Background: an optimization exercise with open tools, aiming at small area. Do not read the settings as production practice. At most, simulation tests tie the RTL to the original design; equivalence was not proved. Function not checked in runs 5 to 7: the RTL went through the layout flow alone. Power figures rest on the tool's default switching activity, not on a simulated workload.

--- flow/flow/run.sh ---
#!/bin/bash
# The standard layout (standard.sh runs ORFS's make) with two changes:
#  - the port buffers are the smallest buffer, buf_1;
#  - clock tree synthesis uses clkbuf_8 in larger clusters and no dummy loads.
set -euo pipefail
bash standard.sh \
  BUFFER_PORTS_ARGS="-buffer_cell sky130_fd_sc_hd__buf_1" \
  CTS_ARGS="-sink_clustering_enable -repair_clock_nets -dont_use_dummy_load -buf_list sky130_fd_sc_hd__clkbuf_8 -sink_clustering_size 60 -sink_clustering_max_diameter 300" \
  finish > orfs_make.log 2>&1
--- flow/standard.sh ---
#!/bin/bash
# synth_recipe.tcl (not shown) runs the flow's synth.tcl, then flattens the netlist and writes it again
# the make line also repeats each setting of config.mk as NAME=value (left out here)
make -C /OpenROAD-flow-scripts/flow DESIGN_CONFIG=/design/flow/config.mk WORK_HOME=/design/flow/orfs CLKGATE_MAP_FILE= SYNTH_SCRIPT=/design/flow/synth_recipe.tcl "${@:-finish}"
--- flow/config.mk ---
export PLATFORM = sky130hd
export DESIGN_NAME = float_level_pump_controller
export DESIGN_NICKNAME = float_level_pump_controller
export VERILOG_FILES = /design/flow/design.v
export SDC_FILE = /design/flow/constraint.sdc
export NUM_CORES = 4
export LEC_CHECK = 0
export ABC_AREA = 1
export CAP_MARGIN = 20
export CORE_MARGIN = 2
export CORE_UTILIZATION = 40
export SLEW_MARGIN = 20
--- flow/constraint.sdc ---
create_clock -name core_clock -period 10.0 [get_ports {clk}]
set_input_delay 2.0000 -clock core_clock [delete_from_list [all_inputs] [get_ports {clk}]]
set_output_delay 2.0000 -clock core_clock [all_outputs]
set_load 0.01 [all_outputs]
--- flow/design.v ---
package flpc_pkg;
  localparam logic [7:0]  RST_STOP_COUNT  = 8'd20;
  localparam logic [7:0]  RST_START_COUNT = 8'd60;
  localparam logic [6:0]  RST_RUN_PCT     = 7'd40;
  localparam logic [6:0]  RST_BOOST_PCT   = 7'd60;
  localparam logic [15:0] RST_BOOST_TICKS = 16'd80;
  localparam logic [15:0] RST_PWM_TOP     = 16'd249;
endpackage
import flpc_pkg::*;
module float_level_pump_controller (
  input  logic        clk,
  input  logic        rst_n,
  input  logic        in_tvalid,
  output logic        in_tready,
  input  logic [7:0]  in_tdata,
  output logic        out_tvalid,
  input  logic        out_tready,
  output logic [23:0] out_tdata,
  input  logic        cfg_valid,
  output logic        cfg_ready,
  input  logic [2:0]  cfg_index,
  input  logic [15:0] cfg_data
);
  logic [7:0]  stop_c, start_c;
  logic [6:0]  run_p, bst_p;
  logic [15:0] bticks, top;
  logic [7:0]  cnt;       
  logic        lw;        
  logic [1:0]  lv;        
  logic [15:0] xc;        
  logic        sm;        
  logic [15:0] cmp;
  logic        ov;        
  logic        busy;      
  logic        xnz, pump, acc_in, w, hit, start_pump, stop_pump, need_calc;
  logic [7:0]  cb, lim, nc;
  logic [8:0]  inc;
  logic [1:0]  lvc, lvl;
  logic [15:0] xdec;
  assign cfg_ready  = 1'b1;
  assign in_tready  = !busy && !ov && !cfg_valid;
  assign acc_in     = in_tvalid && in_tready;
  assign out_tvalid = ov;
  assign xnz  = (xc != 16'd0);
  assign pump = (lv == 2'd3);
  assign w    = in_tdata[0];
  assign xdec = xc - 16'd1;
  always_comb begin
    cb   = (w == lw) ? cnt : 8'd0;
    inc  = {1'b0, cb} + 9'd1;
    lim  = w ? start_c : stop_c;
    hit  = (inc >= {1'b0, lim});
    nc   = hit ? lim : inc[7:0];
    lvc  = pump ? 2'd1 : lv;
    if (w ? (stop_c == 8'd0) : hit)       lvl = 2'd2;
    else if (w ? hit : (start_c == 8'd0)) lvl = 2'd1;
    else                                  lvl = lvc;
    start_pump = !xnz && (lvl == 2'd1) && !pump;
    stop_pump  = !xnz && (lvl == 2'd2);
    need_calc  = start_pump || (xnz && !sm && (xc == 16'd1));
  end
  assign out_tdata = {3'b000, sm, xnz && !sm, pump, lvc, cmp};
  always_ff @(posedge clk) begin
    if (!rst_n) begin
      stop_c  <= RST_STOP_COUNT;
      start_c <= RST_START_COUNT;
      run_p   <= RST_RUN_PCT;
      bst_p   <= RST_BOOST_PCT;
      bticks  <= RST_BOOST_TICKS;
      top     <= RST_PWM_TOP;
    end else if (cfg_valid) begin
      case (cfg_index)
        3'd0: stop_c  <= cfg_data[7:0];
        3'd1: start_c <= cfg_data[7:0];
        3'd2: run_p   <= cfg_data[6:0];
        3'd3: bst_p   <= cfg_data[6:0];
        3'd4: bticks  <= cfg_data;
        3'd5: top     <= cfg_data;
        default: ;
      endcase
    end
  end
  logic [5:0]  n;
  logic [7:0]  acc;
  logic        cy, sel, mul;
  logic [6:0]  pr, p;
  logic        tb_raw, tbit, ge;
  logic [8:0]  sum;
  logic [5:0]  rp, rs;
  logic [3:0]  ti;
  logic [15:0] xcalc;
  assign n   = xc[5:0];
  assign acc = xc[13:6];
  assign cy  = xc[14];
  assign sel = xc[15];
  assign mul = n[5] | n[4];
  always_comb begin
    pr  = sel ? bst_p : run_p;
    p   = (pr > 7'd100) ? 7'd100 : pr;
    ti  = 4'd1 - n[3:0];
    tb_raw = (n[5:1] != 5'b01000) ? top[ti] : 1'b0;
    tbit   = tb_raw ^ cy;
    sum = {acc[7], acc} + {2'b00, tbit ? p : 7'd0};
    rp  = {acc[4:0], cmp[15]};
    rs  = rp - 6'd25;
    ge  = !rs[5] && !acc[7];
    if (mul) xcalc = {sel, tb_raw & cy, sum[8:1], xdec[5:0]};
    else     xcalc = {sel, cy, acc[7:5], ge ? rs[4:0] : rp[4:0], xdec[5:0]};
  end
  always_ff @(posedge clk) begin
    if (!rst_n) begin
      cnt  <= 8'd0;
      lw   <= 1'b0;
      lv   <= 2'd0;
      xc   <= {8'd0, RST_START_COUNT};
      sm   <= 1'b1;
      cmp  <= 16'd0;
      ov   <= 1'b0;
      busy <= 1'b0;
    end else begin
      if (ov && out_tready) ov <= 1'b0;
      if (cfg_valid && cfg_index == 3'd1 && sm && xnz) xc <= {8'd0, cfg_data[7:0]};
      if (acc_in) begin
        if (need_calc) xc <= {start_pump && (bticks != 16'd0), 1'b1, 8'h9C, 6'd33};
        else if (xnz) xc <= xdec;
        if (!xnz) sm <= 1'b0;
        if (!(xnz && !sm)) begin
          cnt <= nc;
          lw  <= w;
          lv  <= (lvl == 2'd1 && !xnz) ? 2'd3 : lvl;
        end
        if (stop_pump) cmp <= 16'd0;
        if (need_calc) busy <= 1'b1;
        else ov <= 1'b1;
      end
      if (busy) begin
        if (mul) cmp <= {sum[0], cmp[15:1]};
        else     cmp <= {cmp[14:0], ge};
        if (n == 6'd0) begin
          busy <= 1'b0;
          ov   <= 1'b1;
          xc   <= sel ? bticks : 16'd0;
        end else begin
          xc   <= xcalc;
        end
      end
    end
  end
endmodule
==> results.json, run 1 <==
{
  "grt_first_pass_wirelength_mm": 27.8,
  "worstPathCellList": "buf_1 -> nand2_1 -> nand2_4 -> inv_1 -> nor2_1 -> ha_1 -> nand3_2 -> nor2_2 -> xor2_1 -> ha_1 -> nand2_1 -> inv_1 -> nand2_1 -> nand3_1 -> nand2_1 -> nand2_1 -> nand2_1 -> nand2_2 -> a21oi_2 -> nand2_1 -> nand3_2 -> nand3_1 -> a21oi_1",
  "grt_usage_pct": 21.2,
  "power_density_nw_per_um2": 124,
  "multi_input_area_um2": 3450,
  "synthTopCellsByArea": "dfxtp_1, o21ai_0, a21oi_1",
  "cp.arrival_ns": 5.86,
  "num_rows": 45,
  "critPathMaxFanout": 16,
  "hold_viol": 0,
  "wire_per_inst_um": 15.4,
  "syn_area_um2": 6220,
  "postCtsSetupRepairBufs": 0,
  "regArea_um2": 2160,
  "synth_top_area_share_pct": 34.7,
  "cts_tree": "done",
  "slowest_delay_ns": 0.58,
  "routed_wl_mm": 17.0,
  "diodes": 0,
  "die_y_um": 129,
  "synth_edf_count": 0,
  "die_area_um2": 16600,
  "worstPathRequired_ns": 10.28,
  "fin_crit_sh_pct": 55.8,
  "die_x_um": 129,
  "hold_class": "flip-flop to flip-flop",
  "crit_top_cell": "nand2_1",
  "path_clk_slew_ns": 0.09,
  "final_nets": 972,
  "ctsHoldBuffers": 0,
  "finalSetupTns_ns": 0,
  "antenna_found_initial": 0,
  "synth_top_cell_by_area": "dfxtp_1",
  "drt-pass1-iter-count": 5,
  "place_congestion": 0.919,
  "layout_commonest_cell": "nand2_1",
  "ys.flop_type": "dfxtp_1",
  "finalSetupViolCount": 0,
  "final_cell_mix": "nand2_1, o21ai_0, dfxtp_1",
  "worst_pin_slew_ns": 1.01,
  "cp_slowest_cell": "buf_1",
  "grt_pass1_vias": 5393,
  "ys_types": 44,
  "end_kind": "flip-flop",
  "post_synth.cell_area_avg_um2": 6.90,
  "ant_nets": 0,
  "clock_skew_ns": 0.0324,
  "core_um2": 15200,
  "ir_worst_vdd_v": 0.0000743,
  "insertion_delay_ns": 0.40,
  "initial_core_util_pct": 40.9,
  "cap_violations": 0,
  "htree_levels": 3,
  "rsz0062_at_grt": "false",
  "cts-root-buf": "clkbuf_8",
  "grt_max_degree": 81,
  "drive_gt1_share_pct": 4.37,
  "cts_buffer_depth": 2,
  "critPathKind": "input port to flip-flop",
  "drcViolationCount": 0,
  "slew_violations": 0,
  "async_flop_share_pct": 0,
  "viasPerCell": 5.38,
  "hpwl_mm": 11.8,
  "status": "complete, no violations",
  "yosys_warnings": 1,
  "slew_headroom_pct": 32.5,
  "io_pins": 59,
  "synthCells": 902,
  "clock-sinks": 108,
  "finalCriticalPeriod_ns": 5.58,
  "fmax_mhz": 179,
  "drt_iter0_markers": 415,
  "cts_made_buffers": 9,
  "num_vias": 5942,
  "yosysSeqAreaShare_pct": 34.7,
  "final_util_pct": 43.2,
  "start_kind": "input port",
  "syn_to_final_growth_pct": 5.63,
  "port_buffers": 47,
  "ys_ff_latch": 108,
  "leakagePower_nw": 2.83,
  "ctsResizeCount": 0,
  "gr-total-overflow": 0,
  "n_fill_cell": 1660
}
-- cells by family after synthesis --
group / share of synthesized area, %
and+or+nand+nor: 22.0
AOI/OAI and AO/OA: 25.3
buffers and inverters: 9.87
DFF: 34.7
adders and majority gates: 4.54
xor gates and xnor gates: 1.83
muxes: 1.61
other: 0.121
-- through the flow --
| stage | area, um^2 | cells | hold WS [ns] | setup WS [ns] | power, mW |
|---|---|---|---|---|---|
| after CTS | 6570 | 1104 | 0.479 | 4.38 | 0.824 |
| final | 6570 | 1104 | 0.478 | 4.42 | 0.816 |
| after floorplan | 6230 | 904 | 0.434 | 5.36 | 0.567 |
| after global routing | 6570 | 1104 | 0.509 | 3.85 | 0.861 |
| after global placement | 6450 | 1095 | 0.456 | 4.09 | 0.601 |
| after detailed placement | 6450 | 1095 | 0.463 | 4.01 | 0.603 |
-- worst paths after layout --
| path | start | to | slack, ns | cells after the start |
|---|---|---|---|---|
| worst max register to register | xc[0] | xc[12] | 6.10 | 22 |
| worst min register to register | bticks[14] | bticks[14] | 0.48 | 2 |
| worst min-delay path | bticks[14] | bticks[14] | 0.48 | 2 |
| worst max-delay path | in_tdata[0] | cmp[10] | 4.42 | 23 |
-- sequential cells by signal, indices dropped and copies added (netlist names), 2 cells and up --
| name | flops |
|---|---|
| bst_p | 7 |
| bticks | 16 |
| cmp | 16 |
| cnt | 8 |
| lv | 2 |
| run_p | 7 |
| start_c | 8 |
| stop_c | 8 |
| top | 16 |
| xc | 16 |
-- critical path, delay by kind of cell --
family,cells,cell delay [ns]
adders and majority gates,2,0.52
AOI/OAI and AO/OA,2,0.46
xor gates and xnor gates,1,0.24
buffers and inverters,3,0.73
and+or+nand+nor,15,1.93
-- area by class of cell --
type                            count  share of cell area, %
Inverter                          102                   5.83
Multi-Input combinational cell    645                   52.5
Timing Repair Buffer               52                   3.27
Sequential cell                   108                   32.9
Clock buffer                        9                   1.88
Tap cell                          188                   3.58
-- where the power goes --
part / switching (mW) / total (mW) / internal [mW]
clock network: 0.142 / 0.223 / 0.0813
logic: 0.0885 / 0.134 / 0.0450
registers: 0.0147 / 0.460 / 0.445
-- synthesized netlist by cell type, types with 2 or more instances --
master and instances:
o31ai_1 6, nand3_1 30, or2_2 2, buf_6 2
dfxtp_1 108, nand2_1 131, a22oi_1 3, o22ai_1 3
a31oi_1 6, xnor2_1 2, nand2_4 2, nor4_1 6
conb_1 2, a21oi_1 99, o21ai_0 117, mux2i_1 10
buf_2 5, clkinv_1 3, buf_4 7, nor2_1 104
nand3_2 4, nand4_1 8, o221ai_1 3, ha_1 21
nand2_2 5, xor2_1 11, nor3_1 11, clkbuf_1 34
o21ai_1 9, inv_1 97, inv_2 2, a21oi_2 2
nor2_2 4, o211ai_1 33
-- routing by layer --
metal | track usage, % | vias to the layer above | wire [um]
met5 | 0 | - | 0
met4 | 7.10 | 0 | 363
met3 | 4.32 | 20 | 740
met2 | 33.0 | 134 | 7590
met1 | 29.5 | 2726 | 8270
li1 | - | 3062 | -
==> inputs of run 2 (changes only) <==
==> flow/flow/run.sh (replaced) <==
#!/bin/bash
# Own layout flow: the standard layout (standard.sh, ORFS's make) with
#  - the standard synthesis, unchanged, whose combinational logic is then mapped
#    again by ABC with an area script (flow/remap.tcl, flow/remap.abc); every
#    register stays the same instance, with the same name and cell;
#  - the port buffers made with the smallest buffer, buf_1;
#  - clock tree synthesis with clkbuf_8 and no dummy loads.
# Each tool's output goes to a log file of its own in this folder.
set -euo pipefail
W=$PWD
R=$W/orfs/results/$FLOW_PLATFORM/float_level_pump_controller/base
LIB=$FLOW_HOME/platforms/$FLOW_PLATFORM/lib/sky130_fd_sc_hd__tt_025C_1v80.lib
KNOBS=(
  BUFFER_PORTS_ARGS="-buffer_cell sky130_fd_sc_hd__buf_1"
  CTS_ARGS="-sink_clustering_enable -repair_clock_nets -dont_use_dummy_load -buf_list sky130_fd_sc_hd__clkbuf_8"
)

bash standard.sh "${KNOBS[@]}" synth > make_synth.log 2>&1
cp "$R/1_2_yosys.v" std_synth.v

REMAP_LIB=$LIB REMAP_IN=std_synth.v REMAP_OUT=remap.v REMAP_ABC=$W/flow/remap.abc \
REMAP_STAT_IN=remap_stat_in.txt REMAP_STAT_OUT=remap_stat_out.txt \
REMAP_DONT_USE="sky130_fd_sc_hd__lpflow_* sky130_fd_sc_hd__probe_p_8 sky130_fd_sc_hd__probec_p_8" \
  yosys -c flow/remap.tcl > yosys_remap.log 2>&1
cp remap.v "$R/1_2_yosys.v"

bash standard.sh "${KNOBS[@]}" finish > make_finish.log 2>&1
==> flow/flow/remap.abc (new file) <==
strash
balance -l
resub -K 6 -l
rewrite -l
resub -K 6 -N 2 -l
refactor -l
resub -K 8 -l
balance -l
resub -K 8 -N 2 -l
rewrite -l
resub -K 10 -l
rewrite -z -l
resub -K 10 -N 2 -l
balance -l
resub -K 12 -l
refactor -z -l
resub -K 12 -N 2 -l
rewrite -z -l
balance -l
balance -l
resub -K 6 -l
rewrite -l
resub -K 6 -N 2 -l
refactor -l
resub -K 8 -l
balance -l
resub -K 8 -N 2 -l
rewrite -l
resub -K 10 -l
rewrite -z -l
resub -K 10 -N 2 -l
balance -l
resub -K 12 -l
refactor -z -l
resub -K 12 -N 2 -l
rewrite -z -l
balance -l
dch -f
amap
topo
==> flow/flow/remap.tcl (new file) <==
# Re-map the standard synthesis's logic for area. The registers (and any other
# sequential cell) are kept exactly as the standard synthesis made them: same
# instances, names and cell types. Only the combinational cells between them
# are flattened into logic and mapped again by ABC with an area script.
yosys -import
set lib $::env(REMAP_LIB)
set top $::env(FLOW_TOP)
read_liberty -ignore_miss_func $lib
read_verilog $::env(REMAP_IN)
hierarchy -top $top
foreach pat {df* edf* sdf* sedf* dl* sdl* dlclkp* sdlclkp*} {
  catch { setattr -mod -set keep_hierarchy 1 sky130_fd_sc_hd__$pat }
}
flatten
# the wires flatten names after cell pins would otherwise be kept as aliases of ports
setattr -unset capacitance w:*
setattr -unset hdlname w:*
yosys rename -hide w:*.*
opt_clean -purge
tee -o $::env(REMAP_STAT_IN) stat -liberty $lib
set du {}
foreach c $::env(REMAP_DONT_USE) { lappend du -dont_use $c }
abc -liberty $lib {*}$du -script $::env(REMAP_ABC)
splitnets
opt_clean -purge
hilomap -singleton -hicell sky130_fd_sc_hd__conb_1 HI -locell sky130_fd_sc_hd__conb_1 LO
insbuf -buf sky130_fd_sc_hd__buf_1 A X
opt_clean -purge
tee -o $::env(REMAP_STAT_OUT) stat -liberty $lib
select $top
write_verilog -noattr -nohex -nodec -selected $::env(REMAP_OUT)
==> run 2 against run 1 <==
Still clean on timing, DRC and antenna; synthesized cell count decreased by 23%; wire length decreased by 1.8%; first-iteration DRC count increased by 50%; critical path depth increased by 3; sequential power increased by 2%; hold slack got worse by 0.013 ns; setup slack got worse by 2.0 ns; fmax decreased by 26%; clock skew decreased by 0.018 ns; clock power about the same; design area decreased by 11%; critical endpoint is now xc[11]; largest cell class unchanged; largest power group unchanged.
==> results.json, run 2 <==
{
  "status": "complete, no violations",
  "crit_top_cell": "nand2_1",
  "final_util_pct": 45.9,
  "grt_usage_pct": 23.5,
  "path_clk_slew_ns": 0.09,
  "cp_top_family": "compound AO/OA/AOI/OAI gates",
  "cp_slowest_cell": "o21ai_0",
  "htree_levels": 3,
  "cts_made_buffers": 9,
  "post_synth.cell_area_avg_um2": 7.53,
  "drt-pass1-iter-count": 6,
  "critPathMaxFanout": 14,
  "io_pins": 59,
  "finalSetupViolCount": 0,
  "finalCriticalPeriod_ns": 7.54,
  "ctsResizeCount": 0,
  "fin_crit_sh_pct": 75.4,
  "start_kind": "input port",
  "clock-sinks": 108,
  "clock_skew_ns": 0.0144,
  "power_density_nw_per_um2": 146,
  "fmax_mhz": 133,
  "grt_first_pass_wirelength_mm": 26.7,
  "rsz0062_at_grt": "false",
  "path_buf_inv": 6,
  "drcViolationCount": 0,
  "cts_tree": "done",
  "cp.arrival_ns": 7.82,
  "finalSetupTns_ns": 0,
  "die_x_um": 119,
  "diodes": 0,
  "final_nets": 793,
  "worst_pin_slew_ns": 1.07,
  "antenna_found_initial": 0,
  "syn_area_um2": 5260,
  "layout_commonest_cell": "nor2_1",
  "n_fill_cell": 1356,
  "port_buffers": 47,
  "drive_gt1_share_pct": 2.77,
  "worstPathRequired_ns": 10.28,
  "grt_pass1_vias": 5127,
  "critPathKind": "input port to flip-flop",
  "cap_violations": 0,
  "drt_iter0_markers": 623,
  "hold_viol": 0,
  "ant_nets": 0,
  "ir_worst_vdd_v": 0.0000838,
  "final_cell_mix": "nor2_1, dfxtp_1, clkinv_1",
  "slew_headroom_pct": 27.9,
  "insertion_delay_ns": 0.38,
  "slew_violations": 0,
  "die_area_um2": 14100,
  "hold_class": "flip-flop to flip-flop",
  "initial_core_util_pct": 41.3,
  "place_congestion": 0.873,
  "ctsHoldBuffers": 0,
  "yosys_warnings": 1,
  "routed_wl_mm": 16.7,
  "gr-total-overflow": 0,
  "grt_max_degree": 58,
  "viasPerCell": 5.99,
  "syn_to_final_growth_pct": 11.1,
  "num_rows": 41,
  "num_vias": 5578,
  "cts_buffer_depth": 2,
  "core_um2": 12700,
  "cts-root-buf": "clkbuf_8",
  "hpwl_mm": 11.7,
  "die_y_um": 119,
  "end_kind": "flip-flop",
  "slowest_delay_ns": 0.85,
  "synthCells": 699,
  "leakagePower_nw": 1.91,
  "wire_per_inst_um": 17.9,
  "postCtsSetupRepairBufs": 0
}
==> run 2: final cells by class <==
type                            count  area, um^2  share of cell area (%)
Tap cell                          172         215                    3.68
Clock buffer                        9         124                    2.12
Inverter                           87         327                    5.59
Multi-Input combinational cell    500        2780                    47.5
Sequential cell                   108        2160                    37.0
Timing Repair Buffer               55         238                    4.07
==> run 2: final timing paths <==
path,slack [ns],cells after the start,from,endpoint
setup / recovery,2.46,26,in_tdata[0],xc[11]
hold / removal,0.47,2,cnt[3],cnt[3]
setup reg to reg,4.67,24,lw,xc[11]
hold reg to reg,0.47,2,cnt[3],cnt[3]
==> run 2: through the flow <==
| step | cells | instance area (um^2) | setup WS, ns | hold slack [ns] | power, mW |
|---|---|---|---|---|---|
| floorplan | 701 | 5270 | 3.38 | 0.440 | 0.586 |
| global placement | 922 | 5720 | 2.40 | 0.452 | 0.639 |
| detailed placement | 922 | 5720 | 2.32 | 0.458 | 0.642 |
| CTS | 931 | 5840 | 2.68 | 0.469 | 0.860 |
| global route | 931 | 5840 | 1.84 | 0.484 | 0.901 |
| finish | 931 | 5840 | 2.46 | 0.466 | 0.856 |
==> run 2: power breakdown <==
group / internal, mW / leakage (nW) / switching (mW) / total, mW
Clock: 0.0813 / 0.0647 / 0.139 / 0.220
Sequential: 0.448 / 0.879 / 0.0197 / 0.468
Combinational: 0.0577 / 0.968 / 0.110 / 0.168
==> run 2: routing by layer <==
layer | track usage [%] | vias up | wire length [um]
li1 | - | 2701 | -
met1 | 31.0 | 2664 | 7430
met2 | 39.2 | 193 | 8020
met3 | 4.83 | 20 | 923
met4 | 5.73 | 0 | 280
met5 | 0 | - | 0
==> run 2: worst reg2reg max path, stage by stage, from the launching register on <==
cell,delay [ns]
dfxtp_1,0.32
o21ai_0,0.72
nor2b_1,0.20
nand2_1,0.18
nor2_1,0.07
nand2_1,0.10
nor2_1,0.07
nand2_1,0.09
clkinv_1,0.12
nor3_1,0.30
a221o_1,0.21
o221ai_1,0.10
nand2_1,0.11
o21ai_0,0.09
nand2_1,0.24
clkinv_1,0.28
o32ai_1,0.21
o21bai_1,0.20
or2_0,0.17
nor2_1,0.10
a211oi_1,0.20
buf_4,0.21
clkinv_1,0.31
o221a_1,0.34
o32ai_1,0.31
==> inputs of run 3 (changes only) <==
--- a/flow/design.v
+++ b/flow/design.v
@@ -42,6 +42,7 @@
   assign acc_in     = in_tvalid && in_tready;
   assign out_tvalid = ov;
   assign xnz  = (xc != 16'd0);
+  assign busy = sm && (lv == 2'd3);
   assign pump = (lv == 2'd3);
   assign w    = in_tdata[0];
   assign xdec = xc - 16'd1;
@@ -60,25 +61,20 @@
     need_calc  = start_pump || (xnz && !sm && (xc == 16'd1));
   end
   assign out_tdata = {3'b000, sm, xnz && !sm, pump, lvc, cmp};
+  logic [7:0]  cdec;
+  logic [5:0]  cw, ck;
+  logic        crs;
+  assign cdec = 8'd1 << cfg_index;
+  assign cw   = {6{rst_n & cfg_valid}} & cdec[5:0];
+  assign ck   = {6{rst_n}} & ~cw;
+  assign crs  = !rst_n;
   always_ff @(posedge clk) begin
-    if (!rst_n) begin
-      stop_c  <= RST_STOP_COUNT;
-      start_c <= RST_START_COUNT;
-      run_p   <= RST_RUN_PCT;
-      bst_p   <= RST_BOOST_PCT;
-      bticks  <= RST_BOOST_TICKS;
-      top     <= RST_PWM_TOP;
-    end else if (cfg_valid) begin
-      case (cfg_index)
-        3'd0: stop_c  <= cfg_data[7:0];
-        3'd1: start_c <= cfg_data[7:0];
-        3'd2: run_p   <= cfg_data[6:0];
-        3'd3: bst_p   <= cfg_data[6:0];
-        3'd4: bticks  <= cfg_data;
-        3'd5: top     <= cfg_data;
-        default: ;
-      endcase
-    end
+    stop_c  <= ({8{cw[0]}} & cfg_data[7:0]) | ({8{ck[0]}} & stop_c)  | ({8{crs}} & RST_STOP_COUNT);
+    start_c <= ({8{cw[1]}} & cfg_data[7:0]) | ({8{ck[1]}} & start_c) | ({8{crs}} & RST_START_COUNT);
+    run_p   <= ({7{cw[2]}} & cfg_data[6:0]) | ({7{ck[2]}} & run_p)   | ({7{crs}} & RST_RUN_PCT);
+    bst_p   <= ({7{cw[3]}} & cfg_data[6:0]) | ({7{ck[3]}} & bst_p)   | ({7{crs}} & RST_BOOST_PCT);
+    bticks  <= ({16{cw[4]}} & cfg_data)     | ({16{ck[4]}} & bticks) | ({16{crs}} & RST_BOOST_TICKS);
+    top     <= ({16{cw[5]}} & cfg_data)     | ({16{ck[5]}} & top)    | ({16{crs}} & RST_PWM_TOP);
   end
   logic [5:0]  n;
   logic [7:0]  acc;
@@ -87,7 +83,6 @@
   logic        tb_raw, tbit, ge;
   logic [8:0]  sum;
   logic [5:0]  rp, rs;
-  logic [3:0]  ti;
   logic [15:0] xcalc;
   assign n   = xc[5:0];
   assign acc = xc[13:6];
@@ -97,8 +92,25 @@
   always_comb begin
     pr  = sel ? bst_p : run_p;
     p   = (pr > 7'd100) ? 7'd100 : pr;
-    ti  = 4'd1 - n[3:0];
-    tb_raw = (n[5:1] != 5'b01000) ? top[ti] : 1'b0;
+    case (n[3:0])
+      4'd1:  tb_raw = top[0];
+      4'd0:  tb_raw = top[1];
+      4'd15: tb_raw = top[2];
+      4'd14: tb_raw = top[3];
+      4'd13: tb_raw = top[4];
+      4'd12: tb_raw = top[5];
+      4'd11: tb_raw = top[6];
+      4'd10: tb_raw = top[7];
+      4'd9:  tb_raw = top[8];
+      4'd8:  tb_raw = top[9];
+      4'd7:  tb_raw = top[10];
+      4'd6:  tb_raw = top[11];
+      4'd5:  tb_raw = top[12];
+      4'd4:  tb_raw = top[13];
+      4'd3:  tb_raw = top[14];
+      default: tb_raw = top[15];
+    endcase
+    if (n[5:1] == 5'b01000) tb_raw = 1'b0;
     tbit   = tb_raw ^ cy;
     sum = {acc[7], acc} + {2'b00, tbit ? p : 7'd0};
     rp  = {acc[4:0], cmp[15]};
@@ -116,28 +128,27 @@
       sm   <= 1'b1;
       cmp  <= 16'd0;
       ov   <= 1'b0;
-      busy <= 1'b0;
     end else begin
       if (ov && out_tready) ov <= 1'b0;
       if (cfg_valid && cfg_index == 3'd1 && sm && xnz) xc <= {8'd0, cfg_data[7:0]};
       if (acc_in) begin
         if (need_calc) xc <= {start_pump && (bticks != 16'd0), 1'b1, 8'h9C, 6'd33};
         else if (xnz) xc <= xdec;
-        if (!xnz) sm <= 1'b0;
+        if (need_calc) sm <= 1'b1;
+        else if (!xnz) sm <= 1'b0;
         if (!(xnz && !sm)) begin
           cnt <= nc;
           lw  <= w;
           lv  <= (lvl == 2'd1 && !xnz) ? 2'd3 : lvl;
         end
         if (stop_pump) cmp <= 16'd0;
-        if (need_calc) busy <= 1'b1;
-        else ov <= 1'b1;
+        if (!need_calc) ov <= 1'b1;
       end
       if (busy) begin
         if (mul) cmp <= {sum[0], cmp[15:1]};
         else     cmp <= {cmp[14:0], ge};
         if (n == 6'd0) begin
-          busy <= 1'b0;
+          sm   <= 1'b0;
           ov   <= 1'b1;
           xc   <= sel ? bticks : 16'd0;
         end else begin
--- a/flow/config.mk
+++ b/flow/config.mk
@@ -6,7 +6,7 @@
 export NUM_CORES = 4
 export LEC_CHECK = 0
 export ABC_AREA = 1
-export CAP_MARGIN = 20
+export CAP_MARGIN = 0
 export CORE_MARGIN = 2
 export CORE_UTILIZATION = 40
-export SLEW_MARGIN = 20
+export SLEW_MARGIN = 0
==> run 3 against run 2 <==
Wire length is 3.6% lower; die area fell by 0.41%; clock power is essentially flat; largest power group unchanged; cell count down 1.3%; setup slack lost 0.45 ns; count of clock-buffer cells in the layout unchanged; highest routed layer unchanged; sequential share of layout area up 0.070 points; largest cell class unchanged; combinational power is 27% lower; clock skew rose by 0.0080 ns; first-iteration DRC count is 14% lower.
==> results.json, run 3 <==
{
  "io_pins": 59,
  "r2r_start": "lw",
  "final_util_pct": 45.4,
  "leakagePower_nw": 1.90,
  "crit_top_cell": "nor2_1",
  "drt-pass1-iter-count": 5,
  "initial_core_util_pct": 41.2,
  "cts_tree": "done",
  "critical_path.startpoint": "in_tdata[0]",
  "rsz0062_at_grt": "false",
  "n_fill_cell": 1358,
  "drcViolationCount": 0,
  "worst_slack_ns": 2.01,
  "ff2ff_path_depth": 29,
  "cts_buffer_depth": 2,
  "r2r_slack_ns": 4.13,
  "ir_worst_vdd_v": 0.0000936,
  "drt_iter0_markers": 534,
  "die_area_um2": 14000,
  "holdWs_ns": 0.467,
  "path_buf_inv": 6,
  "path_clk_slew_ns": 0.10,
  "worstPathRequired_ns": 10.26,
  "core_um2": 12700,
  "port_buffers": 47,
  "syn_to_final_growth_pct": 10.3,
  "grt_pass1_vias": 5122,
  "design_area_um2": 5780,
  "preCtsSetupSlack_ns": 1.69,
  "clock_skew_ns": 0.0224,
  "hold_class": "flip-flop to flip-flop",
  "fmax_mhz": 125,
  "fin_crit_sh_pct": 79.9,
  "synthCells": 690,
  "start_kind": "input port",
  "p_total_uw": 792,
  "postCtsSetupRepairBufs": 0,
  "cp.arrival_ns": 8.25,
  "place_congestion": 0.928,
  "antenna_found_initial": 0,
  "num_rows": 41,
  "power_density_nw_per_um2": 137,
  "grt_max_degree": 44,
  "crit_cells": 31,
  "slew_headroom_pct": 40.2,
  "cts_made_buffers": 9,
  "gr-total-overflow": 0,
  "status": "complete, no violations",
  "routed_wl_mm": 16.1,
  "critPathKind": "input port to flip-flop",
  "wire_per_inst_um": 17.5,
  "finalCriticalPeriod_ns": 7.99,
  "yosys_warnings": 1,
  "post_synth.cell_area_avg_um2": 7.59,
  "ant_nets": 0,
  "grt_first_pass_wirelength_mm": 26.3,
  "clock-sinks": 107,
  "slew_violations": 0,
  "dpl.cell_count": 910,
  "ctsResizeCount": 0,
  "cp_slowest_cell": "a311oi_1",
  "htree_levels": 3,
  "cts-root-buf": "clkbuf_8",
  "post_dp_cell_area_um2": 5650,
  "grt_usage_pct": 23.4,
  "syn_area_um2": 5240,
  "insertion_delay_ns": 0.40,
  "final_cell_mix": "dfxtp_1, clkinv_1, nor2_1",
  "die_x_um": 118,
  "final_nets": 781,
  "critPathMaxFanout": 13,
  "num_vias": 5329,
  "viasPerCell": 5.80,
  "finalSetupTns_ns": 0,
  "crit_end": "xc[14]",
  "fin_cells": 919,
  "end_kind": "flip-flop",
  "die_y_um": 118,
  "drive_gt1_share_pct": 2.01,
  "cp_top_family": "compound AO/OA/AOI/OAI gates",
  "hpwl_mm": 11.7,
  "cap_violations": 0,
  "layout_commonest_cell": "dfxtp_1",
  "diodes": 0,
  "worst_pin_slew_ns": 0.894,
  "hold_viol": 0,
  "r2r-end": "xc[14]",
  "finalSetupViolCount": 0,
  "ctsHoldBuffers": 0,
  "slowest_delay_ns": 0.47
}
[run 3: cell types whose count changed in the layout (fill, tap and decap cells not counted), sizes merged, moves of 7 or more]
cell	change
nor2	-35
nand2	-7
a22oi	-38
nand3	+19
a21oi	-9
o21ai	-11
a221oi	-7
o221ai	-7
clkinv	+18
o22a	+15
a211oi	-9
o22ai	+32
[run 3: cell type report]
cell class	instances	area (um^2)	area share, %
tap	172	215	3.73
inverter	105	394	6.82
clock buffer	9	124	2.14
timing repair buffer	52	215	3.73
multi-input combinational	474	2690	46.5
sequential	107	2140	37.1
[run 3: layer usage]
metal  share of wire, %  track usage [%]  up-vias
li1                   -                -     2654
met1                 47             30.9     2464
met2                 45             37.1      176
met3                5.9             5.65       35
met4                2.6             8.33        0
met5                  0                0        -
[run 3: worst min path at each step]
stage	cells after the start	to	startpoint	slack [ns]
after global routing	2	run_p[2]	run_p[2]	0.49
after floorplan	2	run_p[2]	run_p[2]	0.43
after detailed placement	2	run_p[2]	run_p[2]	0.45
after global placement	2	run_p[0]	run_p[0]	0.45
after CTS	2	run_p[2]	run_p[2]	0.47
final	2	run_p[1]	run_p[1]	0.47
[run 3: tightest hold or removal path: cells and delay by family (launching register included)]
| kind | cells | cell delay, ns |
|---|---|---|
| compound gates | 1 | 0.06 |
| buf+inv | 1 | 0.05 |
| flops | 1 | 0.31 |
[run 3: report_power, final]
group	total, mW	internal, mW	leakage, nW	switching [mW]
Sequential	0.451	0.439	0.869	0.0124
Clock	0.218	0.0811	0.0647	0.137
Combinational	0.123	0.0428	0.969	0.0801
==> inputs of run 4 (changes only) <==
--- a/flow/config.mk
+++ b/flow/config.mk
@@ -6,7 +6,7 @@
 export NUM_CORES = 4
 export LEC_CHECK = 0
 export ABC_AREA = 1
-export CAP_MARGIN = 0
+export CAP_MARGIN = 20
 export CORE_MARGIN = 2
 export CORE_UTILIZATION = 40
-export SLEW_MARGIN = 0
+export SLEW_MARGIN = 20
==> run 4 against run 3 <==
Design area is the same; synthesized cell count did not move; largest power group unchanged; sequential share of layout area unchanged; clock power about the same; via count did not move; fmax unchanged.
==> results.json, run 4 <==
{
  "status": "complete, no violations",
  "critPathKind": "input port to flip-flop",
  "finalSetupTns_ns": 0,
  "power_density_nw_per_um2": 137,
  "ctsHoldBuffers": 0,
  "die_area_um2": 14000,
  "die_x_um": 118,
  "final_cell_mix": "dfxtp_1, clkinv_1, nor2_1",
  "ant_nets": 0,
  "layout_commonest_cell": "dfxtp_1",
  "fmax_mhz": 125,
  "cts-root-buf": "clkbuf_8",
  "worstPathRequired_ns": 10.26,
  "cp_top_family": "compound AO/OA/AOI/OAI gates",
  "ir_worst_vdd_v": 0.0000936,
  "path_clk_slew_ns": 0.10,
  "hold_class": "flip-flop to flip-flop",
  "cap_violations": 0,
  "wl_met3_um": 944,
  "drcViolationCount": 0,
  "place_congestion": 0.928,
  "finalSetupViolCount": 0,
  "cp.arrival_ns": 8.25,
  "grt_pass1_vias": 5122,
  "leakagePower_nw": 1.90,
  "initial_core_util_pct": 41.2,
  "cts_tree": "done",
  "routed_wl_mm": 16.1,
  "p_total_uw": 792,
  "dr.max_layer_used": "met4",
  "gr-total-overflow": 0,
  "clock-sinks": 107,
  "diodes": 0,
  "ctsResizeCount": 0,
  "critPathMaxFanout": 13,
  "start_kind": "input port",
  "end_kind": "flip-flop",
  "slew_headroom_pct": 40.2,
  "drt-pass1-iter-count": 5,
  "drt_iter0_markers": 534,
  "io_pins": 59,
  "port_buffers": 47,
  "worst_pin_slew_ns": 0.894,
  "core_um2": 12700,
  "syn_area_um2": 5240,
  "m1WireLength_mm": 7.49,
  "wire_per_inst_um": 17.5,
  "grt_usage_pct": 23.4,
  "insertion_delay_ns": 0.40,
  "path_buf_inv": 6,
  "wl_met2_mm": 7.19,
  "rsz0062_at_grt": "false",
  "grt_max_degree": 44,
  "antenna_found_initial": 0,
  "fin_crit_sh_pct": 79.9,
  "synthCells": 690,
  "slew_violations": 0,
  "n_fill_cell": 1358,
  "postCtsSetupRepairBufs": 0,
  "hpwl_mm": 11.7,
  "htree_levels": 3,
  "slowest_delay_ns": 0.47,
  "viasPerCell": 5.80,
  "num_vias": 5329,
  "final_util_pct": 45.4,
  "syn_to_final_growth_pct": 10.3,
  "holdWs_ns": 0.467,
  "drive_gt1_share_pct": 2.01,
  "hold_viol": 0,
  "die_y_um": 118,
  "num_rows": 41,
  "cp_slowest_cell": "a311oi_1",
  "final_nets": 781,
  "clock_skew_ns": 0.0224,
  "post_synth.cell_area_avg_um2": 7.59,
  "cts_buffer_depth": 2,
  "preCtsSetupSlack_ns": 1.69,
  "yosys_warnings": 1,
  "finalCriticalPeriod_ns": 7.99,
  "crit_top_cell": "nor2_1",
  "cts_made_buffers": 9,
  "worst_slack_ns": 2.01,
  "grt_first_pass_wirelength_mm": 26.3
}
run 4: cell counts in the layout (fill, tap and decap cells not counted):
Identical to the previous run, type by type.
run 4: worst paths after layout:
check / startpoint / endpoint / slack (ns) / depth (start not counted)
hold / removal: run_p[1] / run_p[1] / 0.47 / 2
hold reg to reg: run_p[1] / run_p[1] / 0.47 / 2
setup / recovery: in_tdata[0] / xc[14] / 2.01 / 31
setup reg to reg: lw / xc[14] / 4.13 / 29
run 4: per-stage QoR:
step / instances / area, um^2
after floorplan: 692 / 5250
after global placement: 910 / 5650
after detailed placement: 910 / 5650
after CTS: 919 / 5780
after global routing: 919 / 5780
final: 919 / 5780
run 4: report_power, final:
| part | total (mW) | switching (mW) | internal (mW) |
|---|---|---|---|
| logic | 0.123 | 0.0801 | 0.0428 |
| clock network | 0.218 | 0.137 | 0.0811 |
| registers | 0.451 | 0.0124 | 0.439 |
run 4: layer usage:
metal	vias up	track usage, %
li1	2654	-
met1	2464	30.9
met2	176	37.1
met5	-	0
met4	0	8.33
met3	35	5.65
run 4: worst min-delay path, stage by stage (launching register included):
cell	delay (ns)
dfxtp_1	0.31
clkinv_1	0.05
o22ai_1	0.06
run 4: cell type report:
type | instances | area [um^2] | area share, %
Timing Repair Buffer | 52 | 215 | 3.73
Multi-Input combinational cell | 474 | 2690 | 46.5
Clock buffer | 9 | 124 | 2.14
Sequential cell | 107 | 2140 | 37.1
Inverter | 105 | 394 | 6.82
Tap cell | 172 | 215 | 3.73
==> inputs of run 5 (changes only) <==
--- a/flow/design.v
+++ b/flow/design.v
@@ -38,7 +38,7 @@
   logic [1:0]  lvc, lvl;
   logic [15:0] xdec;
   assign cfg_ready  = 1'b1;
-  assign in_tready  = !busy && !ov && !cfg_valid;
+  assign in_tready  = !busy && !ov;
   assign acc_in     = in_tvalid && in_tready;
   assign out_tvalid = ov;
   assign xnz  = (xc != 16'd0);
==> flow/flow/run.sh (replaced) <==
#!/bin/bash
# Own layout flow: the standard layout (standard.sh, ORFS's make) with
#  - the standard synthesis, unchanged, whose combinational logic is then mapped
#    again by ABC with a few area scripts (flow/remap.tcl, flow/remap_*.abc),
#    keeping the smallest result; every register stays the same instance, with
#    the same name and cell;
#  - the port buffers made with the smallest buffer, buf_1;
#  - clock tree synthesis with clkbuf_8 and no dummy loads.
# Each tool's output goes to a log file of its own in this folder.
set -euo pipefail
W=$PWD
R=$W/orfs/results/$FLOW_PLATFORM/float_level_pump_controller/base
LIB=$FLOW_HOME/platforms/$FLOW_PLATFORM/lib/sky130_fd_sc_hd__tt_025C_1v80.lib
KNOBS=(
  BUFFER_PORTS_ARGS="-buffer_cell sky130_fd_sc_hd__buf_1"
  CTS_ARGS="-sink_clustering_enable -repair_clock_nets -dont_use_dummy_load -buf_list sky130_fd_sc_hd__clkbuf_8"
)

bash standard.sh "${KNOBS[@]}" synth > make_synth.log 2>&1
cp "$R/1_2_yosys.v" std_synth.v

remap() {
  REMAP_LIB=$LIB REMAP_IN=std_synth.v REMAP_OUT=remap_$1.v REMAP_ABC=$W/flow/remap_$1.abc \
  REMAP_STAT_IN=remap_stat_in_$1.txt REMAP_STAT_OUT=remap_stat_$1.txt \
  REMAP_DONT_USE="sky130_fd_sc_hd__lpflow_* sky130_fd_sc_hd__probe_p_8 sky130_fd_sc_hd__probec_p_8" \
    yosys -c flow/remap.tcl > yosys_remap_$1.log 2>&1
}
best=""; best_area=""
for k in a b c d e f; do remap $k & done
wait
for k in a b c d e f; do
  a=$(awk '/Chip area for top module/ {print $NF}' remap_stat_$k.txt 2>/dev/null || true)
  [[ -n "$a" && -s remap_$k.v ]] || continue
  echo "remap $k: $a" >> remap_choice.txt
  if [[ -z "$best" ]] || awk -v a="$a" -v b="$best_area" 'BEGIN{exit !(a<b)}'; then best=$k; best_area=$a; fi
done
echo "chosen: $best ($best_area)" >> remap_choice.txt
[[ -n "$best" ]]
cp "remap_$best.v" "$R/1_2_yosys.v"

bash standard.sh "${KNOBS[@]}" finish > make_finish.log 2>&1
==> flow/flow/remap_a.abc (new file) <==
strash
balance -l
resub -K 6 -l
rewrite -l
resub -K 6 -N 2 -l
refactor -l
resub -K 8 -l
balance -l
resub -K 8 -N 2 -l
rewrite -l
resub -K 10 -l
rewrite -z -l
resub -K 10 -N 2 -l
balance -l
resub -K 12 -l
refactor -z -l
resub -K 12 -N 2 -l
rewrite -z -l
balance -l
balance -l
resub -K 6 -l
rewrite -l
resub -K 6 -N 2 -l
refactor -l
resub -K 8 -l
balance -l
resub -K 8 -N 2 -l
rewrite -l
resub -K 10 -l
rewrite -z -l
resub -K 10 -N 2 -l
balance -l
resub -K 12 -l
refactor -z -l
resub -K 12 -N 2 -l
rewrite -z -l
balance -l
dch -f
amap
topo
==> flow/flow/remap_b.abc (new file) <==
strash
balance -l
resub -K 6 -l
rewrite -l
resub -K 6 -N 2 -l
refactor -l
resub -K 8 -l
balance -l
resub -K 8 -N 2 -l
rewrite -l
resub -K 10 -l
rewrite -z -l
resub -K 10 -N 2 -l
balance -l
resub -K 12 -l
refactor -z -l
resub -K 12 -N 2 -l
rewrite -z -l
balance -l
balance -l
resub -K 6 -l
rewrite -l
resub -K 6 -N 2 -l
refactor -l
resub -K 8 -l
balance -l
resub -K 8 -N 2 -l
rewrite -l
resub -K 10 -l
rewrite -z -l
resub -K 10 -N 2 -l
balance -l
resub -K 12 -l
refactor -z -l
resub -K 12 -N 2 -l
rewrite -z -l
balance -l
dch -f
amap -F 3 -A 5 -C 1000
topo
==> flow/flow/remap_c.abc (new file) <==
strash
balance -l
resub -K 6 -l
rewrite -l
resub -K 6 -N 2 -l
refactor -l
resub -K 8 -l
balance -l
resub -K 8 -N 2 -l
rewrite -l
resub -K 10 -l
rewrite -z -l
resub -K 10 -N 2 -l
balance -l
resub -K 12 -l
refactor -z -l
resub -K 12 -N 2 -l
rewrite -z -l
balance -l
balance -l
resub -K 6 -l
rewrite -l
resub -K 6 -N 2 -l
refactor -l
resub -K 8 -l
balance -l
resub -K 8 -N 2 -l
rewrite -l
resub -K 10 -l
rewrite -z -l
resub -K 10 -N 2 -l
balance -l
resub -K 12 -l
refactor -z -l
resub -K 12 -N 2 -l
rewrite -z -l
balance -l
dch -f
amap
strash
dch -f
amap
topo
==> flow/flow/remap_d.abc (new file) <==
strash
dc2
balance -l
resub -K 6 -l
rewrite -l
resub -K 6 -N 2 -l
refactor -l
resub -K 8 -l
balance -l
resub -K 8 -N 2 -l
rewrite -l
resub -K 10 -l
rewrite -z -l
resub -K 10 -N 2 -l
balance -l
resub -K 12 -l
refactor -z -l
resub -K 12 -N 2 -l
rewrite -z -l
balance -l
dc2
balance -l
resub -K 6 -l
rewrite -l
resub -K 6 -N 2 -l
refactor -l
resub -K 8 -l
balance -l
resub -K 8 -N 2 -l
rewrite -l
resub -K 10 -l
rewrite -z -l
resub -K 10 -N 2 -l
balance -l
resub -K 12 -l
refactor -z -l
resub -K 12 -N 2 -l
rewrite -z -l
balance -l
dch -f
amap
topo
==> flow/flow/remap_e.abc (new file) <==
strash
balance -l
resub -K 6 -l
rewrite -l
resub -K 6 -N 2 -l
refactor -l
resub -K 8 -l
balance -l
resub -K 8 -N 2 -l
rewrite -l
resub -K 10 -l
rewrite -z -l
resub -K 10 -N 2 -l
balance -l
resub -K 12 -l
refactor -z -l
resub -K 12 -N 2 -l
rewrite -z -l
balance -l
dch -f
amap -F 5 -A 5
topo
==> flow/flow/remap_f.abc (new file) <==
strash
balance -l
resub -K 6 -l
rewrite -l
resub -K 6 -N 2 -l
refactor -l
resub -K 8 -l
balance -l
resub -K 8 -N 2 -l
rewrite -l
resub -K 10 -l
rewrite -z -l
resub -K 10 -N 2 -l
balance -l
resub -K 12 -l
refactor -z -l
resub -K 12 -N 2 -l
rewrite -z -l
balance -l
balance -l
resub -K 6 -l
rewrite -l
resub -K 6 -N 2 -l
refactor -l
resub -K 8 -l
balance -l
resub -K 8 -N 2 -l
rewrite -l
resub -K 10 -l
rewrite -z -l
resub -K 10 -N 2 -l
balance -l
resub -K 12 -l
refactor -z -l
resub -K 12 -N 2 -l
rewrite -z -l
balance -l
dch -f
amap -F 3 -A 5 -C 1000
strash
dch -f
amap -F 3 -A 5 -C 1000
topo
--- a/flow/config.mk
+++ b/flow/config.mk
@@ -8,5 +8,5 @@
 export ABC_AREA = 1
 export CAP_MARGIN = 20
 export CORE_MARGIN = 2
-export CORE_UTILIZATION = 40
+export CORE_UTILIZATION = 65
 export SLEW_MARGIN = 20
removed: flow/flow/remap.abc
==> run 5 against run 4 <==
Via count is 3.5% higher; flip-flop and latch count stayed put; cell count is 9.5% lower; global-route usage is 12 points higher; critical path depth stayed put; largest power group unchanged; count of clock-buffer cells in the layout stayed put; critical path type unchanged; sequential share of layout area is 1.1 points higher; area after synthesis is 1.6% lower; setup slack better by 0.40 ns.
==> results.json, run 5 <==
{
  "start_kind": "input port",
  "ctsResizeCount": 0,
  "yosys_warnings": 1,
  "finalCriticalPeriod_ns": 7.59,
  "critPathKind": "input port to flip-flop",
  "cap_violations": 0,
  "hold_viol": 0,
  "slew_headroom_pct": 34.8,
  "syn_area_um2": 5150,
  "postCtsSetupRepairBufs": 0,
  "grt_first_pass_wirelength_mm": 24.2,
  "p_total_uw": 819,
  "worstPathRequired_ns": 10.28,
  "num_rows": 32,
  "grt_pass1_vias": 5005,
  "diodes": 0,
  "drive_gt1_share_pct": 2.19,
  "finalSetupTns_ns": 0,
  "routed_wl_mm": 14.9,
  "layout_commonest_cell": "dfxtp_1",
  "insertion_delay_ns": 0.38,
  "cts-root-buf": "clkbuf_8",
  "drt-pass1-iter-count": 7,
  "ctsHoldBuffers": 0,
  "path_buf_inv": 7,
  "place_congestion": 0.947,
  "drt_iter0_markers": 585,
  "ir_worst_vdd_v": 0.000128,
  "cts_tree": "done",
  "preCtsSetupSlack_ns": 2.29,
  "port_buffers": 47,
  "leakagePower_nw": 1.81,
  "fmax_mhz": 132,
  "gr-total-overflow": 0,
  "drcViolationCount": 0,
  "io_pins": 59,
  "fin_crit_sh_pct": 75.9,
  "final_cell_mix": "dfxtp_1, clkinv_1, nor2_1",
  "grt_max_degree": 51,
  "die_y_um": 93.1,
  "slew_violations": 0,
  "rsz0062_at_grt": "false",
  "hold_class": "flip-flop to flip-flop",
  "viasPerCell": 6.63,
  "post_synth.cell_area_avg_um2": 7.67,
  "wire_per_inst_um": 17.9,
  "clock_skew_ns": 0.0369,
  "cp_top_family": "compound AO/OA/AOI/OAI gates",
  "synthCells": 672,
  "core_um2": 7690,
  "worst_pin_slew_ns": 0.971,
  "worst_slack_ns": 2.41,
  "finalSetupViolCount": 0,
  "path_clk_slew_ns": 0.08,
  "power_density_nw_per_um2": 146,
  "die_x_um": 93.1,
  "htree_levels": 3,
  "syn_to_final_growth_pct": 8.91,
  "end_kind": "flip-flop",
  "cts_made_buffers": 9,
  "num_vias": 5515,
  "cp_slowest_cell": "a21oi_1",
  "slowest_delay_ns": 0.55,
  "clock-sinks": 107,
  "final_nets": 764,
  "die_area_um2": 8660,
  "cts_buffer_depth": 2,
  "status": "complete, no violations",
  "cp.arrival_ns": 7.87,
  "grt_usage_pct": 35.1,
  "post_dp_cell_area_um2": 5490,
  "design_area_um2": 5610,
  "initial_core_util_pct": 67.1,
  "antenna_found_initial": 0,
  "critPathMaxFanout": 13,
  "ant_nets": 0,
  "hpwl_mm": 10.8
}
[run 5: layout make-up]
type,instances,area (um^2)
well taps,102,128
flip-flops and latches,107,2140
inverters,102,383
repair buffers,53,223
fillers,628,2070
clock buffers,9,124
multi-input cells,459,2620
[run 5: metrics by stage]
| step | instances | util [%] | hold WS, ns |
|---|---|---|---|
| after detailed placement | 823 | 71.4 | 0.456 |
| after global routing | 832 | 73.0 | 0.499 |
| after global placement | 823 | 71.4 | 0.452 |
| final | 832 | 73.0 | 0.466 |
| after CTS | 832 | 73.0 | 0.469 |
| after floorplan | 674 | - | 0.434 |
[run 5: where the power goes]
group | switching (mW) | internal, mW | total [mW]
sequential | 0.0153 | 0.441 | 0.457
clock | 0.130 | 0.0813 | 0.211
combinational | 0.101 | 0.0494 | 0.151
total | 0.247 | 0.572 | 0.819
[run 5: tightest hold or removal path: stages (launching register included)]
cell and delay [ns]:
dfxtp_1 0.31, clkinv_1 0.06, a211oi_1 0.06
[run 5: path summary, 6_finish.rpt]
kind                from     end  slack (ns)  cells after the start
max reg2reg           lw  xc[14]        4.53                     30
min               cnt[2]  cnt[2]        0.47                      2
max          in_tdata[0]  xc[14]        2.41                     31
min reg2reg       cnt[2]  cnt[2]        0.47                      2
[run 5: per-layer routing]
layer  up-vias  global-route usage, %  wire, um
met5         -                      0         0
met4         0                   12.0       392
met3        47                   7.25      1440
met2       331                   56.6      6790
met1      2520                   47.2      6240
li1       2617                      -         -
==> inputs of run 6 (changes only) <==
--- a/flow/config.mk
+++ b/flow/config.mk
@@ -8,5 +8,5 @@
 export ABC_AREA = 1
 export CAP_MARGIN = 20
 export CORE_MARGIN = 2
-export CORE_UTILIZATION = 65
+export CORE_UTILIZATION = 40
 export SLEW_MARGIN = 20
==> run 6 against run 5 <==
Still clean on timing, DRC and antenna; wire length up 8.0%; global-route usage down 12 points; cell count up 8.2%; count of clock-buffer cells in the layout unchanged; die area up 59%; hold slack better by 0.0037 ns; sequential power about the same; combinational power about the same; design area up 1.3%; non-clock buffer count down 2; fmax down 2.0%; critical path type unchanged; highest routed layer unchanged.
==> results.json, run 6 <==
{
  "synthCells": 672,
  "fin_crit_sh_pct": 77.4,
  "ff2ff_path_depth": 30,
  "p_total_uw": 824,
  "slew_headroom_pct": 26.3,
  "viasPerCell": 6.02,
  "grt_pass1_vias": 4847,
  "syn_area_um2": 5150,
  "ir_worst_vdd_v": 0.0000751,
  "cts-root-buf": "clkbuf_8",
  "leakagePower_nw": 1.81,
  "grt_max_degree": 51,
  "grt_first_pass_wirelength_mm": 25.5,
  "wire_per_inst_um": 17.8,
  "routed_wl_mm": 16.1,
  "num_vias": 5419,
  "diodes": 0,
  "start_kind": "input port",
  "hpwl_mm": 11.9,
  "worstPathRequired_ns": 10.31,
  "port_buffers": 47,
  "hold_path_depth": 2,
  "io_pins": 59,
  "insertion_delay_ns": 0.39,
  "hold_viol": 0,
  "gr-total-overflow": 0,
  "post_synth.cell_area_avg_um2": 7.67,
  "cts_buffer_depth": 2,
  "ant_nets": 0,
  "layout_commonest_cell": "dfxtp_1",
  "finalCriticalPeriod_ns": 7.74,
  "cp.arrival_ns": 8.05,
  "cp_slowest_cell": "a21oi_1",
  "final_util_pct": 45.1,
  "drt-pass1-iter-count": 7,
  "die_y_um": 118,
  "hold_class": "flip-flop to flip-flop",
  "yosys_warnings": 1,
  "slew_violations": 0,
  "die_x_um": 118,
  "finalSetupTns_ns": 0,
  "ctsResizeCount": 0,
  "place_congestion": 0.917,
  "worst_slack_ns": 2.26,
  "antenna_found_initial": 0,
  "htree_levels": 3,
  "post_dp_cell_area_um2": 5560,
  "final_nets": 762,
  "rsz0062_at_grt": "false",
  "worst_pin_slew_ns": 1.10,
  "end_kind": "flip-flop",
  "num_rows": 41,
  "cts_made_buffers": 9,
  "grt_usage_pct": 23.1,
  "cap_violations": 0,
  "clock_skew_ns": 0.0290,
  "drive_gt1_share_pct": 1.92,
  "clock-sinks": 107,
  "die_area_um2": 13800,
  "ctsHoldBuffers": 0,
  "power_density_nw_per_um2": 145,
  "critPathMaxFanout": 13,
  "drt_iter0_markers": 706,
  "path_clk_slew_ns": 0.08,
  "preCtsSetupSlack_ns": 2.13,
  "critPathKind": "input port to flip-flop",
  "fmax_mhz": 129,
  "initial_core_util_pct": 40.8,
  "postCtsSetupRepairBufs": 0,
  "cts_tree": "done",
  "slowest_delay_ns": 0.57,
  "design_area_um2": 5690,
  "status": "complete, no violations",
  "finalSetupViolCount": 0,
  "core_um2": 12600,
  "drcViolationCount": 0,
  "syn_to_final_growth_pct": 10.3,
  "final_cell_mix": "dfxtp_1, clkinv_1, nor2_1"
}
==> run 6: area by class of cell <==
class | instances | area, um^2
Sequential cell | 107 | 2140
Multi-Input combinational cell | 459 | 2620
Tap cell | 172 | 215
Fill cell | 1362 | 6930
Timing Repair Buffer | 51 | 208
Clock buffer | 9 | 124
Inverter | 102 | 383
==> run 6: routing by layer <==
layer | vias to the layer above | part of all wire [%] | global-route usage [%] | wire (um)
met5 | - | 0 | 0 | 0
met4 | 0 | 2.8 | 9.19 | 454
met3 | 36 | 5.5 | 3.59 | 882
met2 | 199 | 46 | 36.7 | 7320
met1 | 2573 | 46 | 31.5 | 7400
li1 | 2611 | - | - | -
==> run 6: path summary, 6_finish.rpt <==
path / to / slack [ns] / startpoint
max: xc[14] / 2.26 / in_tdata[0]
max reg2reg: xc[14] / 4.38 / lw
min reg2reg: cnt[3] / 0.47 / cnt[3]
min: cnt[3] / 0.47 / cnt[3]
==> run 6: through the flow <==
step / cells / hold WS, ns
after CTS: 900 / 0.471
final: 900 / 0.469
after detailed placement: 891 / 0.460
after global placement: 891 / 0.454
after floorplan: 674 / 0.434
after global routing: 900 / 0.488
==> run 6: where the power goes <==
| part | switching, mW | internal (mW) | total (mW) |
|---|---|---|---|
| clock network | 0.135 | 0.0812 | 0.216 |
| registers | 0.0158 | 0.441 | 0.457 |
| logic | 0.102 | 0.0490 | 0.151 |
==> run 6: worst max-delay path, delay by kind of cell <==
kind | cells | cell delay, ns
buf+inv | 7 | 1.57
simple gates | 11 | 1.69
compound gates | 13 | 2.78
==> inputs of run 7 (changes only) <==
--- a/flow/design.v
+++ b/flow/design.v
@@ -68,13 +68,16 @@
   assign cw   = {6{rst_n & cfg_valid}} & cdec[5:0];
   assign ck   = {6{rst_n}} & ~cw;
   assign crs  = !rst_n;
+  logic trot;
+  assign trot = rst_n && busy && (xc[5] || (xc[4] && xc[3:1] != 3'b000));
   always_ff @(posedge clk) begin
     stop_c  <= ({8{cw[0]}} & cfg_data[7:0]) | ({8{ck[0]}} & stop_c)  | ({8{crs}} & RST_STOP_COUNT);
     start_c <= ({8{cw[1]}} & cfg_data[7:0]) | ({8{ck[1]}} & start_c) | ({8{crs}} & RST_START_COUNT);
     run_p   <= ({7{cw[2]}} & cfg_data[6:0]) | ({7{ck[2]}} & run_p)   | ({7{crs}} & RST_RUN_PCT);
     bst_p   <= ({7{cw[3]}} & cfg_data[6:0]) | ({7{ck[3]}} & bst_p)   | ({7{crs}} & RST_BOOST_PCT);
     bticks  <= ({16{cw[4]}} & cfg_data)     | ({16{ck[4]}} & bticks) | ({16{crs}} & RST_BOOST_TICKS);
-    top     <= ({16{cw[5]}} & cfg_data)     | ({16{ck[5]}} & top)    | ({16{crs}} & RST_PWM_TOP);
+    top     <= ({16{cw[5]}} & cfg_data)     | ({16{ck[5] & !trot}} & top) | ({16{trot}} & {top[0], top[15:1]})
+             | ({16{crs}} & RST_PWM_TOP);
   end
   logic [5:0]  n;
   logic [7:0]  acc;
@@ -92,25 +95,7 @@
   always_comb begin
     pr  = sel ? bst_p : run_p;
     p   = (pr > 7'd100) ? 7'd100 : pr;
-    case (n[3:0])
-      4'd1:  tb_raw = top[0];
-      4'd0:  tb_raw = top[1];
-      4'd15: tb_raw = top[2];
-      4'd14: tb_raw = top[3];
-      4'd13: tb_raw = top[4];
-      4'd12: tb_raw = top[5];
-      4'd11: tb_raw = top[6];
-      4'd10: tb_raw = top[7];
-      4'd9:  tb_raw = top[8];
-      4'd8:  tb_raw = top[9];
-      4'd7:  tb_raw = top[10];
-      4'd6:  tb_raw = top[11];
-      4'd5:  tb_raw = top[12];
-      4'd4:  tb_raw = top[13];
-      4'd3:  tb_raw = top[14];
-      default: tb_raw = top[15];
-    endcase
-    if (n[5:1] == 5'b01000) tb_raw = 1'b0;
+    tb_raw = top[0] && (n[5:1] != 5'b01000);
     tbit   = tb_raw ^ cy;
     sum = {acc[7], acc} + {2'b00, tbit ? p : 7'd0};
     rp  = {acc[4:0], cmp[15]};
--- a/flow/config.mk
+++ b/flow/config.mk
@@ -9,4 +9,5 @@
 export CAP_MARGIN = 20
 export CORE_MARGIN = 2
 export CORE_UTILIZATION = 40
+export GPL_TIMING_DRIVEN = 0
 export SLEW_MARGIN = 20
==> run 7 against run 6 <==
Highest routed layer unchanged; critical endpoint is now xc[15]; count of clock-buffer cells in the layout unchanged; combinational power decreased by 17%; via count decreased by 4.0%; largest power group unchanged; critical path type unchanged; setup slack improved by 0.77 ns; still clean; wire length decreased by 5.2%.
==> results.json, run 7 <==
{
  "drt-pass1-iter-count": 7,
  "clock-sinks": 107,
  "ctsHoldBuffers": 0,
  "cp_slowest_cell": "o22ai_1",
  "cp.arrival_ns": 7.22,
  "post_dp_cell_area_um2": 5540,
  "final_util_pct": 45.3,
  "grt_first_pass_wirelength_mm": 23.9,
  "leakagePower_nw": 1.84,
  "gr-total-overflow": 0,
  "viasPerCell": 5.82,
  "die_y_um": 117,
  "ir_worst_vdd_v": 0.0000776,
  "fmax_mhz": 143,
  "dpl.cell_count": 884,
  "io_pins": 59,
  "grt_usage_pct": 22.9,
  "ctsResizeCount": 0,
  "rsz0062_at_grt": "false",
  "finalCriticalPeriod_ns": 6.97,
  "fin_crit_sh_pct": 69.7,
  "r2r-end": "xc[15]",
  "crit_cells": 26,
  "cp_top_family": "compound AO/OA/AOI/OAI gates",
  "num_rows": 41,
  "cts_made_buffers": 9,
  "place_congestion": 0.894,
  "final_nets": 755,
  "grt_max_degree": 33,
  "diodes": 0,
  "worstPathRequired_ns": 10.25,
  "ant_nets": 0,
  "n_fill_cell": 1349,
  "r2r_start": "lw",
  "syn_area_um2": 5080,
  "r2r_slack_ns": 4.80,
  "core_um2": 12500,
  "antenna_found_initial": 0,
  "routed_wl_mm": 15.2,
  "final_cell_mix": "clkinv_1, dfxtp_1, nor2_1",
  "synthCells": 660,
  "ff2ff_path_depth": 23,
  "fin_cells": 893,
  "die_x_um": 117,
  "cap_violations": 0,
  "postCtsSetupRepairBufs": 0,
  "start_kind": "input port",
  "clock_skew_ns": 0.0391,
  "critical_path.startpoint": "in_tdata[0]",
  "drcViolationCount": 0,
  "grt_pass1_vias": 4593,
  "crit_end": "xc[15]",
  "critPathKind": "input port to flip-flop",
  "end_kind": "flip-flop",
  "cts_tree": "done",
  "port_buffers": 47,
  "num_vias": 5200,
  "die_area_um2": 13600,
  "finalSetupTns_ns": 0,
  "crit_top_cell": "nor2_1",
  "drive_gt1_share_pct": 2.36,
  "hold_class": "flip-flop to flip-flop",
  "critPathMaxFanout": 15,
  "regArea_um2": 2140,
  "status": "complete, no violations",
  "drt_iter0_markers": 531,
  "initial_core_util_pct": 40.6,
  "worst_pin_slew_ns": 0.923,
  "design_area_um2": 5670,
  "post_synth.cell_area_avg_um2": 7.69,
  "multi_input_area_um2": 2540,
  "power_density_nw_per_um2": 141,
  "slew_violations": 0,
  "hold_viol": 0,
  "insertion_delay_ns": 0.40,
  "path_buf_inv": 3,
  "htree_levels": 3,
  "yosys_warnings": 1,
  "path_clk_slew_ns": 0.12,
  "cts_buffer_depth": 2,
  "finalSetupViolCount": 0,
  "slowest_delay_ns": 0.69,
  "syn_to_final_growth_pct": 11.6,
  "wire_per_inst_um": 17.0,
  "cts-root-buf": "clkbuf_8",
  "hpwl_mm": 11.3,
  "slew_headroom_pct": 38.2
}
-- run 7: per-stage QoR --
step	power (mW)	worst slack, ns	hold WS (ns)
detailed placement	0.590	2.72	0.448
CTS	0.804	3.11	0.457
global placement	0.586	1.85	0.444
finish	0.799	3.03	0.449
global route	0.838	2.35	0.488
floorplan	0.549	3.71	0.425
-- run 7: power by group --
group / switching, mW / total (mW) / internal [mW]
Combinational: 0.0811 / 0.125 / 0.0435
Sequential: 0.0146 / 0.458 / 0.443
Clock: 0.135 / 0.216 / 0.0812
Total: 0.231 / 0.799 / 0.568
-- run 7: worst min-delay path, cell delays in order (launching register included) --
cell,delay (ns)
dfxtp_1,0.34
a222oi_1,0.06
clkinv_1,0.05
-- run 7: final cells by class --
cell class	count	share of cell area, %
tap	172	3.80
timing repair buffer	50	3.89
buffer	6	0.398
inverter	107	7.09
sequential	107	37.8
clock buffer	9	2.19
multi-input combinational	442	44.8
-- run 7: worst min-delay path by stage --
stage / startpoint / to / slack (ns) / cells after the start
floorplan: cnt[7] / cnt[7] / 0.42 / 2
global placement: cnt[7] / cnt[7] / 0.44 / 2
detailed placement: cnt[7] / cnt[7] / 0.45 / 2
CTS: top[6] / top[5] / 0.46 / 2
global route: top[6] / top[5] / 0.49 / 2
finish: top[6] / top[5] / 0.45 / 2
-- run 7: metal layers --
| layer | track usage (%) | vias up | part of all wire (%) | routed length (um) |
|---|---|---|---|---|
| met1 | 32.9 | 2424 | 48 | 7310 |
| li1 | - | 2581 | - | - |
| met4 | 7.76 | 0 | 1.6 | 248 |
| met2 | 34.8 | 179 | 44 | 6650 |
| met5 | 0 | - | 0 | 0 |
| met3 | 3.79 | 16 | 6.6 | 1010 |

what the ideal ports hide:
The flow's constraints put no driver on any port. The routed layouts listed below were extracted and timed again, unchanged, in two steps.
Step 1: set_driving_cell puts a clkbuf_16 on clk and a buf_2 on each other input, an assumption about the parent block.
Step 2 also shifts input and output timing later by t, the mid clock arrival at the registers, as if the neighbouring blocks saw the same clock.
Slacks: ideal / step 1 / step 2; pairs: ideal / step 1.
run	shift t [ns]	setup WS [ns]	worst setup path at the end	slew at the worst register clock pin (ns)
run 1	0.422	4.419 / 4.431 / 4.008	input to register	0.11 / 0.11
run 2	0.412	2.457 / 2.472 / 2.060	input to register	0.10 / 0.10
run 3	0.418	2.005 / 2.016 / 1.598	input to register	0.11 / 0.11
run 4	0.418	2.005 / 2.016 / 1.598	input to register	0.11 / 0.11
run 5	0.389	2.409 / 2.417 / 2.028	input to register	0.11 / 0.11
run 6	0.412	2.255 / 2.262 / 1.850	input to register	0.11 / 0.11
run 7	0.413	3.027 / 3.030 / 2.617	input to register	0.12 / 0.12
After both steps setup and hold are still met in every run listed. The setup slack of run 1, which loses most, moves by +0.012 ns with the drivers and by -0.411 ns with both steps.
